Source: an optimization exercise on an open RTL-to-GDS flow (aim: small area and a short achievable clock period). Production flows keep margins and buffers that such runs may drop.
In this exercise RTL edits were held to simulation tests only and were not proved equivalent to the original.
No activity file was given, so power comes from the tool's default toggle rates.

## flow/run.sh

```bash
#!/bin/bash
# synth_recipe.tcl (not shown) runs the flow's synth.tcl, then flattens the netlist and writes it again
# the make line also repeats each setting of config.mk as NAME=value (left out here)
make -C /OpenROAD-flow-scripts/flow DESIGN_CONFIG=/design/flow/config.mk WORK_HOME=/design/flow/orfs CLKGATE_MAP_FILE= SYNTH_SCRIPT=/design/flow/synth_recipe.tcl finish
```

## flow/config.mk

```make
export PLATFORM = sky130hd
export DESIGN_NAME = branch_cluster_top
export DESIGN_NICKNAME = branch_cluster_top
export VERILOG_FILES = /design/flow/design.v
export SDC_FILE = /design/flow/constraint.sdc
export NUM_CORES = 4
export LEC_CHECK = 0
export CAP_MARGIN = 20
export CORE_MARGIN = 2
export CORE_UTILIZATION = 40
export SETUP_SLACK_MARGIN = 0.4
export SLEW_MARGIN = 20
```

## flow/constraint.sdc

```tcl
create_clock -name core_clock -period 6.5 [get_ports {cpu_clock_i}]
set_input_delay 1.3000 -clock core_clock [delete_from_list [all_inputs] [get_ports {cpu_clock_i}]]
set_output_delay 1.3000 -clock core_clock [all_outputs]
set_load 0.01 [all_outputs]
```

## flow/design.v

```verilog
`default_nettype none
package branch_pkg;
    typedef logic [31:0] word_t;
    typedef logic [29:0] pc_word_t;     
    typedef logic [5:0]  rob_id_t;
    typedef logic [5:0]  preg_t;        
    typedef logic [1:0]  bm_cntr_t;     
    typedef struct packed {
        word_t    operand_1;
        word_t    operand_2;
        word_t    offset;
        pc_word_t pc;
        logic     auipc;
        logic     lui;
        logic     jal;
        logic     jalr;
        logic [2:0] bnch_cond;          
        rob_id_t  rob_id;
        preg_t    dest;
    } branch_op_t;
    typedef struct packed {
        word_t    result;
        logic     wb_valid;
        preg_t    dest;
        rob_id_t  rob_id;
        logic     excp;                 
    } resolve_t;
    typedef struct packed {
        pc_word_t pc;
        word_t    tt;                   
        logic     taken;
        logic     jump;
        logic     upper;                
        logic     wb;                   
        rob_id_t  rob_id;
        preg_t    dest;
    } exec_op_t;
    typedef struct packed {
        logic     valid;
        pc_word_t vpc;
        pc_word_t target;               
        logic     taken;
        logic     jump;
        bm_cntr_t cntr;                 
        logic [1:0] match;              
    } btb_update_t;
endpackage
`default_nettype wire
`timescale 1ns/10ps
`default_nettype none
module btb_table (
    input   wire logic                      cpu_clock_i,
    input   wire logic                      reset_i,
    input   wire logic [31:0]               lookup_set_i,    
    input   wire branch_pkg::pc_word_t      lookup_vpc_i,
    input   wire branch_pkg::word_t         lookup_tt_i,
    output  logic [1:0]                     rd_match_o,      
    output  logic [1:0]                     rd_jump_o,
    output  logic [3:0]                     rd_cntr_o,       
    output  logic [1:0]                     rd_teq_o,        
    input   wire branch_pkg::btb_update_t   upd_i,
    output  logic                           wr_way_o,
    output  logic                           busy_o
);
    localparam int SETS  = 32;
    localparam int TAG_W = 25;
    logic [TAG_W-1:0]      tag_q    [SETS][2];
    branch_pkg::pc_word_t  target_q [SETS][2];
    logic                  t_q      [SETS][2];
    logic [1:0]            c_q      [SETS][2];
    logic                  repl_q   [SETS];
    logic [4:0]       wr_idx;
    logic [TAG_W-1:0] wr_tag;
    logic             wr_hit;
    logic             wr_way;
    logic             wr_repl;
    logic [1:0]       wr_cntr;
    assign busy_o = upd_i.valid;
    for (genvar w = 0; w < 2; w++) begin : g_rd
        logic [TAG_W-1:0]     r_tag;
        branch_pkg::pc_word_t r_target;
        logic                 r_t;
        logic [1:0]           r_c;
        always_comb begin
            r_tag    = '0;
            r_target = '0;
            r_t      = 1'b0;
            r_c      = '0;
            for (int s = 0; s < SETS; s++) begin
                r_tag    = r_tag    | ({TAG_W{lookup_set_i[s]}} & tag_q[s][w]);
                r_target = r_target | ({30{lookup_set_i[s]}} & target_q[s][w]);
                r_t      = r_t      | (lookup_set_i[s] & t_q[s][w]);
                r_c      = r_c      | ({2{lookup_set_i[s]}} & c_q[s][w]);
            end
        end
        assign rd_match_o[w]       = (!r_t || r_c[0]) && (r_tag == lookup_vpc_i[29:5]);
        assign rd_jump_o[w]        = r_t;
        assign rd_cntr_o[2*w +: 2] = r_c;
        assign rd_teq_o[w]         = (r_target == lookup_tt_i[31:2]);
    end
    assign wr_idx = upd_i.vpc[4:0];
    assign wr_tag = upd_i.vpc[29:5];
    assign wr_hit = |upd_i.match;
    always_comb begin
        wr_repl = 1'b0;
        for (int s = 0; s < SETS; s++) begin
            wr_repl = wr_repl | ((wr_idx == 5'(s)) & repl_q[s]);
        end
    end
    assign wr_way   = upd_i.match[1] || (!upd_i.match[0] && wr_repl);
    assign wr_way_o = wr_way;
    always_comb begin
        if (upd_i.jump) begin
            wr_cntr = 2'b11;
        end else if (!wr_hit) begin
            wr_cntr = upd_i.taken ? 2'b10 : 2'b01;
        end else if (upd_i.taken) begin
            wr_cntr = (upd_i.cntr == 2'b11) ? 2'b11 : upd_i.cntr + 2'b01;
        end else begin
            wr_cntr = (upd_i.cntr == 2'b00) ? 2'b00 : upd_i.cntr - 2'b01;
        end
    end
    for (genvar s = 0; s < SETS; s++) begin : g_set
        logic set_we;
        assign set_we = upd_i.valid && (wr_idx == 5'(s));
        for (genvar w = 0; w < 2; w++) begin : g_way
            logic we;
            logic st_en;
            assign we    = set_we && (wr_way == w[0]);
            assign st_en = we || reset_i;
            always_ff @(posedge cpu_clock_i) begin
                if (we) begin
                    tag_q[s][w]    <= wr_tag;
                    target_q[s][w] <= upd_i.target;
                    c_q[s][w][1]   <= wr_cntr[1];
                end
                if (st_en) begin
                    t_q[s][w]      <= reset_i || upd_i.jump;
                    c_q[s][w][0]   <= !reset_i && wr_cntr[0];
                end
            end
        end
        always_ff @(posedge cpu_clock_i) begin
            if (set_we || reset_i) begin
                repl_q[s] <= !reset_i && !wr_way;
            end
        end
    end
endmodule
`default_nettype wire
`timescale 1ns/10ps
`default_nettype none
module branch_dispatch (
    input   wire logic                      cpu_clock_i,
    input   wire logic                      reset_i,
    input   wire logic                      flush_i,
    input   wire branch_pkg::branch_op_t    op_i,
    input   wire logic                      op_valid_i,
    output  logic                           op_ready_o,
    input   wire logic                      btb_busy_i,
    output  branch_pkg::exec_op_t           lkp_op_o,
    output  logic [31:0]                    lkp_set_o,      
    output  logic                           issue_valid_o
);
    branch_pkg::exec_op_t ex;
    branch_pkg::word_t    base;
    logic                 eq;
    logic                 gt_low;
    logic                 gt;
    logic                 lt;
    logic                 cond_true;
    logic                 lkp_valid_q;
    logic                 hold_valid_q;
    logic                 accept;
    logic                 read_fire;
    assign op_ready_o = !btb_busy_i;
    assign accept     = op_valid_i && !btb_busy_i;
    assign read_fire  = lkp_valid_q && !btb_busy_i;
    assign eq     = op_i.operand_1 == op_i.operand_2;
    assign gt_low = op_i.operand_1[30:0] > op_i.operand_2[30:0];
    always_comb begin
        if (op_i.operand_1[31] == op_i.operand_2[31]) begin
            gt = gt_low;
        end else begin
            gt = op_i.bnch_cond[1] ? op_i.operand_1[31] : op_i.operand_2[31];
        end
    end
    assign lt = !(gt || eq);
    always_comb begin
        case ({op_i.bnch_cond[2], op_i.bnch_cond[0]})
            2'b00:   cond_true = eq;
            2'b01:   cond_true = !eq;
            2'b10:   cond_true = lt;
            default: cond_true = !lt;
        endcase
    end
    always_comb begin
        if (op_i.lui) begin
            base = '0;
        end else if (op_i.jalr && !op_i.auipc) begin
            base = op_i.operand_1;
        end else begin
            base = {op_i.pc, 2'b00};
        end
    end
    assign ex.pc     = op_i.pc;
    assign ex.tt     = base + op_i.offset;
    assign ex.jump   = op_i.jal || op_i.jalr;
    assign ex.upper  = op_i.lui || op_i.auipc;
    assign ex.taken  = ex.jump || (cond_true && !ex.upper);
    assign ex.wb     = (ex.upper || ex.jump) && (op_i.dest != '0);
    assign ex.rob_id = op_i.rob_id;
    assign ex.dest   = op_i.dest;
    always_ff @(posedge cpu_clock_i) begin
        if (reset_i || flush_i) begin
            lkp_valid_q  <= 1'b0;
            hold_valid_q <= 1'b0;
        end else begin
            if (accept) begin
                lkp_valid_q <= 1'b1;
            end else if (read_fire) begin
                lkp_valid_q <= 1'b0;
            end
            hold_valid_q <= read_fire;
        end
    end
    always_ff @(posedge cpu_clock_i) begin
        if (!btb_busy_i) begin
            lkp_op_o  <= ex;
            lkp_set_o <= 32'd1 << op_i.pc[4:0];
        end
    end
    assign issue_valid_o = hold_valid_q;
endmodule
`default_nettype wire
`timescale 1ns/10ps
`default_nettype none
module branch_unit (
    input   wire logic                      cpu_clock_i,
    input   wire logic                      reset_i,
    input   wire logic                      flush_i,
    input   wire branch_pkg::exec_op_t      lkp_op_i,
    input   wire logic [1:0]                rd_match_i,
    input   wire logic [1:0]                rd_jump_i,
    input   wire logic [3:0]                rd_cntr_i,
    input   wire logic [1:0]                rd_teq_i,
    input   wire logic                      valid_i,
    input   wire logic                      wr_way_i,
    output  branch_pkg::resolve_t           res_o,
    output  logic                           res_valid_o,
    output  branch_pkg::btb_update_t        upd_o
);
    branch_pkg::exec_op_t hold_q;
    logic [1:0]           hold_match_q;
    logic [1:0]           hold_cntr_q;
    logic                 hold_excp_q;
    branch_pkg::exec_op_t res_q;
    logic                 res_excp_q;
    logic                 upd_valid_q;
    logic [1:0]           upd_cntr_q;
    logic [1:0]           upd_match_q;
    logic [1:0] ok;
    logic       excp;
    logic [1:0] cntr;
    logic       fire;
    logic       same_set;
    logic       same_pc;
    logic [1:0] match_now;
    for (genvar w = 0; w < 2; w++) begin : g_ok
        assign ok[w] = (rd_jump_i[w] == lkp_op_i.jump)
                    && (!lkp_op_i.taken || (rd_teq_i[w] && (lkp_op_i.tt[1:0] == 2'b00)))
                    && (lkp_op_i.jump || (rd_cntr_i[2*w+1] == lkp_op_i.taken));
    end
    always_comb begin
        if (rd_match_i[1]) begin
            excp = !ok[1];
            cntr = rd_cntr_i[3:2];
        end else if (rd_match_i[0]) begin
            excp = !ok[0];
            cntr = rd_cntr_i[1:0];
        end else begin
            excp = 1'b1;
            cntr = 2'b00;
        end
    end
    always_ff @(posedge cpu_clock_i) begin
        hold_q       <= lkp_op_i;
        hold_match_q <= rd_match_i;
        hold_cntr_q  <= cntr;
        hold_excp_q  <= excp && !lkp_op_i.upper;
    end
    assign same_set = upd_valid_q && (res_q.pc[4:0] == hold_q.pc[4:0]);
    assign same_pc  = res_q.pc[29:5] == hold_q.pc[29:5];
    for (genvar w = 0; w < 2; w++) begin : g_m
        assign match_now[w] = (same_set && (wr_way_i == w[0])) ? same_pc : hold_match_q[w];
    end
    assign fire = valid_i && !flush_i;
    always_ff @(posedge cpu_clock_i) begin
        if (reset_i) begin
            res_valid_o <= 1'b0;
            upd_valid_q <= 1'b0;
        end else begin
            res_valid_o <= fire;
            upd_valid_q <= fire && !hold_q.upper;
        end
    end
    always_ff @(posedge cpu_clock_i) begin
        res_q       <= hold_q;
        res_excp_q  <= hold_excp_q;
        upd_cntr_q  <= hold_cntr_q;
        upd_match_q <= match_now;
    end
    assign res_o.result   = res_q.upper ? res_q.tt : {res_q.pc + 30'd1, 2'b00};
    assign res_o.wb_valid = res_q.wb;
    assign res_o.dest     = res_q.dest;
    assign res_o.rob_id   = res_q.rob_id;
    assign res_o.excp     = res_excp_q;
    assign upd_o.valid    = upd_valid_q;
    assign upd_o.vpc      = res_q.pc;
    assign upd_o.target   = res_q.tt[31:2];
    assign upd_o.taken    = res_q.taken;
    assign upd_o.jump     = res_q.jump;
    assign upd_o.cntr     = upd_cntr_q;
    assign upd_o.match    = upd_match_q;
endmodule
`default_nettype wire
`timescale 1ns/10ps
`default_nettype none
module branch_cluster #(
    parameter int BTB_SETS = 32     
) (
    input   wire logic                      cpu_clock_i,
    input   wire logic                      reset_i,
    input   wire logic                      flush_i,
    input   wire branch_pkg::branch_op_t    op_i,
    input   wire logic                      op_valid_i,
    output  logic                           op_ready_o,
    output  branch_pkg::resolve_t           res_o,
    output  logic                           res_valid_o
);
    branch_pkg::exec_op_t      lkp_op;
    logic [31:0]               lkp_set;
    logic [1:0]                rd_match;
    logic [1:0]                rd_jump;
    logic [3:0]                rd_cntr;
    logic [1:0]                rd_teq;
    logic                      issue_valid;
    branch_pkg::btb_update_t   upd;
    logic                      wr_way;
    logic                      btb_busy;
    branch_dispatch u_dispatch (
        .cpu_clock_i   (cpu_clock_i),
        .reset_i       (reset_i),
        .flush_i       (flush_i),
        .op_i          (op_i),
        .op_valid_i    (op_valid_i),
        .op_ready_o    (op_ready_o),
        .btb_busy_i    (btb_busy),
        .lkp_op_o      (lkp_op),
        .lkp_set_o     (lkp_set),
        .issue_valid_o (issue_valid)
    );
    btb_table u_btb (
        .cpu_clock_i  (cpu_clock_i),
        .reset_i      (reset_i),
        .lookup_set_i (lkp_set),
        .lookup_vpc_i (lkp_op.pc),
        .lookup_tt_i  (lkp_op.tt),
        .rd_match_o   (rd_match),
        .rd_jump_o    (rd_jump),
        .rd_cntr_o    (rd_cntr),
        .rd_teq_o     (rd_teq),
        .upd_i        (upd),
        .wr_way_o     (wr_way),
        .busy_o       (btb_busy)
    );
    branch_unit u_branch (
        .cpu_clock_i (cpu_clock_i),
        .reset_i     (reset_i),
        .flush_i     (flush_i),
        .lkp_op_i    (lkp_op),
        .rd_match_i  (rd_match),
        .rd_jump_i   (rd_jump),
        .rd_cntr_i   (rd_cntr),
        .rd_teq_i    (rd_teq),
        .valid_i     (issue_valid),
        .wr_way_i    (wr_way),
        .res_o       (res_o),
        .res_valid_o (res_valid_o),
        .upd_o       (upd)
    );
endmodule
`default_nettype wire
`timescale 1ns/10ps
`default_nettype none
module branch_cluster_top (
    input   wire logic                      cpu_clock_i,
    input   wire logic                      reset_i,
    input   wire logic                      flush_i,
    input   wire logic [144:0]              op_i,
    input   wire logic                      op_valid_i,
    output  logic                           op_ready_o,
    output  logic [45:0]                    res_o,
    output  logic                           res_valid_o
);
    branch_pkg::resolve_t res;
    branch_cluster #(
        .BTB_SETS (32)
    ) u_cluster (
        .cpu_clock_i (cpu_clock_i),
        .reset_i     (reset_i),
        .flush_i     (flush_i),
        .op_i        (branch_pkg::branch_op_t'(op_i)),
        .op_valid_i  (op_valid_i),
        .op_ready_o  (op_ready_o),
        .res_o       (res),
        .res_valid_o (res_valid_o)
    );
    assign res_o = res;
endmodule
`default_nettype wire
```

==> summary.txt <==
[power groups by stage]
stage / registers, mW / clock network (mW) / logic [mW]
finish: 29.9 / 22.6 / 3.13
global route: 29.9 / 23.5 / 3.18
CTS: 29.8 / 22.5 / 3.00
detailed placement: 30.4 / 0 / 2.98
global placement: 30.4 / 0 / 2.94
floorplan: 30.4 / 0 / 1.07
[stage by stage]
| step | worst slack [ns] | area, um2 | power (mW) |
|---|---|---|---|
| after CTS | 0.548 | 170000 | 55.4 |
| after floorplan | -0.449 | 147000 | 31.5 |
| after detailed placement | 0.875 | 157000 | 33.4 |
| after global routing | 0.593 | 170000 | 56.6 |
| after global placement | 0.641 | 157000 | 33.3 |
| final | 0.629 | 170000 | 55.6 |
[placed cells by master, fill, tap and decap left out, types with 111 or more instances in the layout]
| cell type | Yosys | final |
|---|---|---|
| edfxtp_1 | 3854 | 3854 |
| a22oi_1 | 1033 | 1033 |
| a22o_1 | 416 | 416 |
| clkbuf_16 | 0 | 408 |
| a221oi_1 | 382 | 382 |
| nand4_1 | 374 | 374 |
| buf_4 | 32 | 317 |
| clkdlybuf4s50_1 | 0 | 195 |
| nand2_1 | 149 | 149 |
| xnor2_1 | 131 | 131 |
| dfxtp_1 | 170 | 111 |
[cell type report]
type | count | area (um2)
Multi-Input combinational cell | 3355 | 25400
Fill cell | 30700 | 196000
Clock inverter | 207 | 1770
Antenna cell | 13 | 32.5
Timing Repair Buffer | 626 | 6610
Sequential cell | 4024 | 119000
Clock buffer | 511 | 10800
Tap cell | 4816 | 6030
Inverter | 53 | 204
[routing by layer]
layer | share of wire [%] | GRT usage [%] | vias up
met5 | 0.016 | 0 | -
met4 | 6.2 | 15.8 | 16
met3 | 15 | 8.01 | 1614
met2 | 44 | 46.1 | 8693
met1 | 35 | 40.6 | 47900
li1 | - | - | 34300
[synth_stat cells (20+ instances only)]
| master | instances | area (um2) |
|---|---|---|
| nor2b_1 | 45 | 282 |
| nand4_1 | 374 | 2340 |
| xnor2_1 | 131 | 1150 |
| a221oi_1 | 382 | 3350 |
| a221oi_2 | 35 | 526 |
| buf_2 | 212 | 1060 |
| ha_1 | 68 | 851 |
| a21o_1 | 20 | 150 |
| xor2_1 | 67 | 587 |
| a22oi_1 | 1033 | 7750 |
| nand2b_1 | 29 | 181 |
| o21ai_0 | 50 | 250 |
| clkbuf_1 | 82 | 308 |
| nor3_1 | 125 | 626 |
| a22o_1 | 416 | 3640 |
| buf_1 | 47 | 176 |
| a21oi_1 | 67 | 335 |
| nor4_1 | 32 | 200 |
| buf_4 | 32 | 240 |
| or2_2 | 23 | 144 |
| nand3_1 | 46 | 230 |
| inv_1 | 53 | 199 |
| nand2_1 | 149 | 559 |
| dfxtp_1 | 170 | 3400 |
| buf_6 | 115 | 1290 |
| edfxtp_1 | 3854 | 116000 |
| nor2_1 | 110 | 413 |
[sequential cells by signal, summed over array words and instances, names as in the netlist, 64 cells and up]
| signal | count |
|---|---|
| u_cluster.u_btb.target_q | 1920 |
| u_cluster.u_branch.res_q | 78 |
| u_cluster.u_btb.c_q | 128 |
| u_cluster.u_btb.tag_q | 1600 |
| u_cluster.u_branch.hold_q | 78 |
| u_cluster.u_btb.t_q | 64 |
| u_cluster.u_dispatch.lkp_op_o | 78 |
[cell families after synthesis]
| kind of cell | after synthesis | synth area share (%) |
|---|---|---|
| AO/OA/AOI/OAI | 2071 | 11.2 |
| XOR/XNOR | 198 | 1.18 |
| adder cells (fa/ha/maj) | 70 | 0.598 |
| buffers and inverters | 541 | 2.23 |
| flip-flops | 4024 | 80.9 |
| multiplexers | 9 | 0.0722 |
| AND/OR/NAND/NOR | 1007 | 3.78 |
[timing repair]
item,CTS,global route
setup endpoints to repair,1,1
setup buffers,0,0
pin swaps,0,0
resized for setup,1,2
[path summary, 6_finish.rpt]
kind / to / slack, ns / cells after the start
hold / removal: u_cluster.u_branch.res_q[24]$_DFF_P_ / 0.30 / 0
hold reg to reg: u_cluster.u_branch.res_q[24]$_DFF_P_ / 0.30 / 0
setup / recovery: res_o[44] / 0.63 / 10
setup reg to reg: u_cluster.u_branch.hold_excp_q$_DFF_P_ / 1.11 / 11
[worst reg2reg max path: stages, from the launching register on]
cell and delay [ns]:
edfxtp_1 0.88, buf_12 0.46, a22o_1 0.27, a221oi_1 0.25, nand4_1 0.16, nor3_1 0.77
xnor2_1 0.15, nor4_1 0.95, nand3_1 0.38, nor4_4 0.72, a31o_1 0.25, a31oi_1 0.05
==> reports/qor.csv <==
metric,value,unit
worst stage delay on the critical path,0.80,ns
GRT Residual Overflow,0,
CP cell instances,and3_1 -> and3_1 -> nand3_1 -> nor2_1 -> and2_1 -> and3_1 -> nand4_1 -> xor2_1 -> o21ai_0 -> clkdlybuf4s50_1,
clk slew on worst S/H paths,0.06,ns
DPL Wire Length,323,mm
root buffer cell,clkbuf_16,
post-synthesis sequential area ratio,80.9,%
DR vias/cell,6.80,
Final min period,5.87,ns
drt wl/cell,43.1,um
die height,611,um
gpl congestion,0.974,
status,timing/DRC/antenna clean,
min-delay src,u_cluster.u_branch.hold_q[24]$_DFF_P_,
Synth Flop Type,edfxtp_1,
RSZ-0062 raised after global routing,no,
clock skew,0.0734,ns
dpl cells,12900,
clock share of power,40.6,%
Post-DRT Antenna Nets,0,
# DRC,0,
Syn. warnings,8,
row cnt,222,
Max-cap violations,0,
Worst R2R Start,u_cluster.u_dispatch.lkp_set_o[4]$_SDFFCE_PP0N_,
Crit path max-delay family,simple AND/OR/NAND/NOR gates,
Worst-Skew Late Latency,0.95,ns
Buf/Inv on CP,1,
GRT Total Usage,30.5,%
Crit-path slowest cell,clkdlybuf4s50_1,
Post-synth EDFFs,3854,
crit end category,primary output,
Slew headroom,14.1,%
"Hold-fix buffers, CTS",0,
syn avg cell area,18.6,um2
Post-Route Utilization,46.5,%
Fin Hold WS,0.303,ns
Startpoint Class,flop,
sequential share of power,53.8,%
full die area,373000,um2
Vias,92500,
Net Switching,12.7,mW
Power Dens Cells,327,nW/um2
Comb power frac,5.6,%
Area Growth Syn to Fin,15.5,%
Internal Power,42.9,mW
WS Path Type,reg -> out,
Starting Density,40.2,%
Iteration-0 DRC Markers,19800,
final hold vios,0,
initial antenna violation count,27,
Post-Syn Area,147000,um2
Final Non-Filler Cells,13600,
maximum clock frequency,170,MHz
Synth Net Count,8138,
Die X,611,um
vias in the first global route,86600,
HP Class,reg -> reg,
drt pass-1 iters,8,
NumNets Final,8673,
IO Count,197,
Mapped Cells,7920,
core area,366000,um2
Buffers on Ports,196,
Routed WL,587,mm
Final Max Tran Viols,0,
Worst EP arrival,4.57,ns
Async SR Flop Fraction,0,%
"Period Utilization, post-route",90.3,%
Least-Margin Pin Slew,1.28,ns
TritonCTS clock tree,built,
crit-path max FO,23,
Setup Viol. Count Final,0,
Sw Ratio,22.9,%
Final TNS setup,0,ns
crit path from,u_cluster.u_branch.res_q[52]$_DFF_P_,
"most used cell, CP",and3_1,
cts bufs inserted,395,
clock sink count,4024,
LEAKAGE,53.4,nW
global-route wire length before repair,772,mm
largest net degree at the start of global routing,69,
Peak supply drop,218,uV
share of layout cells above drive strength 1,13.8,%
Unique masters post-synth,65,
H-tree depth,5,
deepest clock path buffer count,4,
Yosys reg bits,4024,
Worst Path Required,5.20,ns

==> port drivers added, routing unchanged <==
How much do the figures lean on ideal ports? The routed layout below was timed once more, with nothing changed but the port constraints. Step 1 assumes that a clkbuf_16 drives the clock port and a buf_2 every other input. Step 2, shift: input delay + t, output delay - t, t = (earliest + latest rising clock arrival at the registers) / 2. This alone moves slack from input paths to output paths. a / b / c = ideal / step 1 / step 2; a / b = the first two.
shift t [ns]: 1.028
setup WS [ns]: 0.629 / 0.515 / 0.688
slew at the worst register clock pin (ns): 0.07 / 0.07
worst slew at a driven data input, ns: 0.23
After both steps setup and hold are still met in this run. For this run, drivers alone change the setup slack by -0.114 ns; drivers and shift together by +0.059 ns.
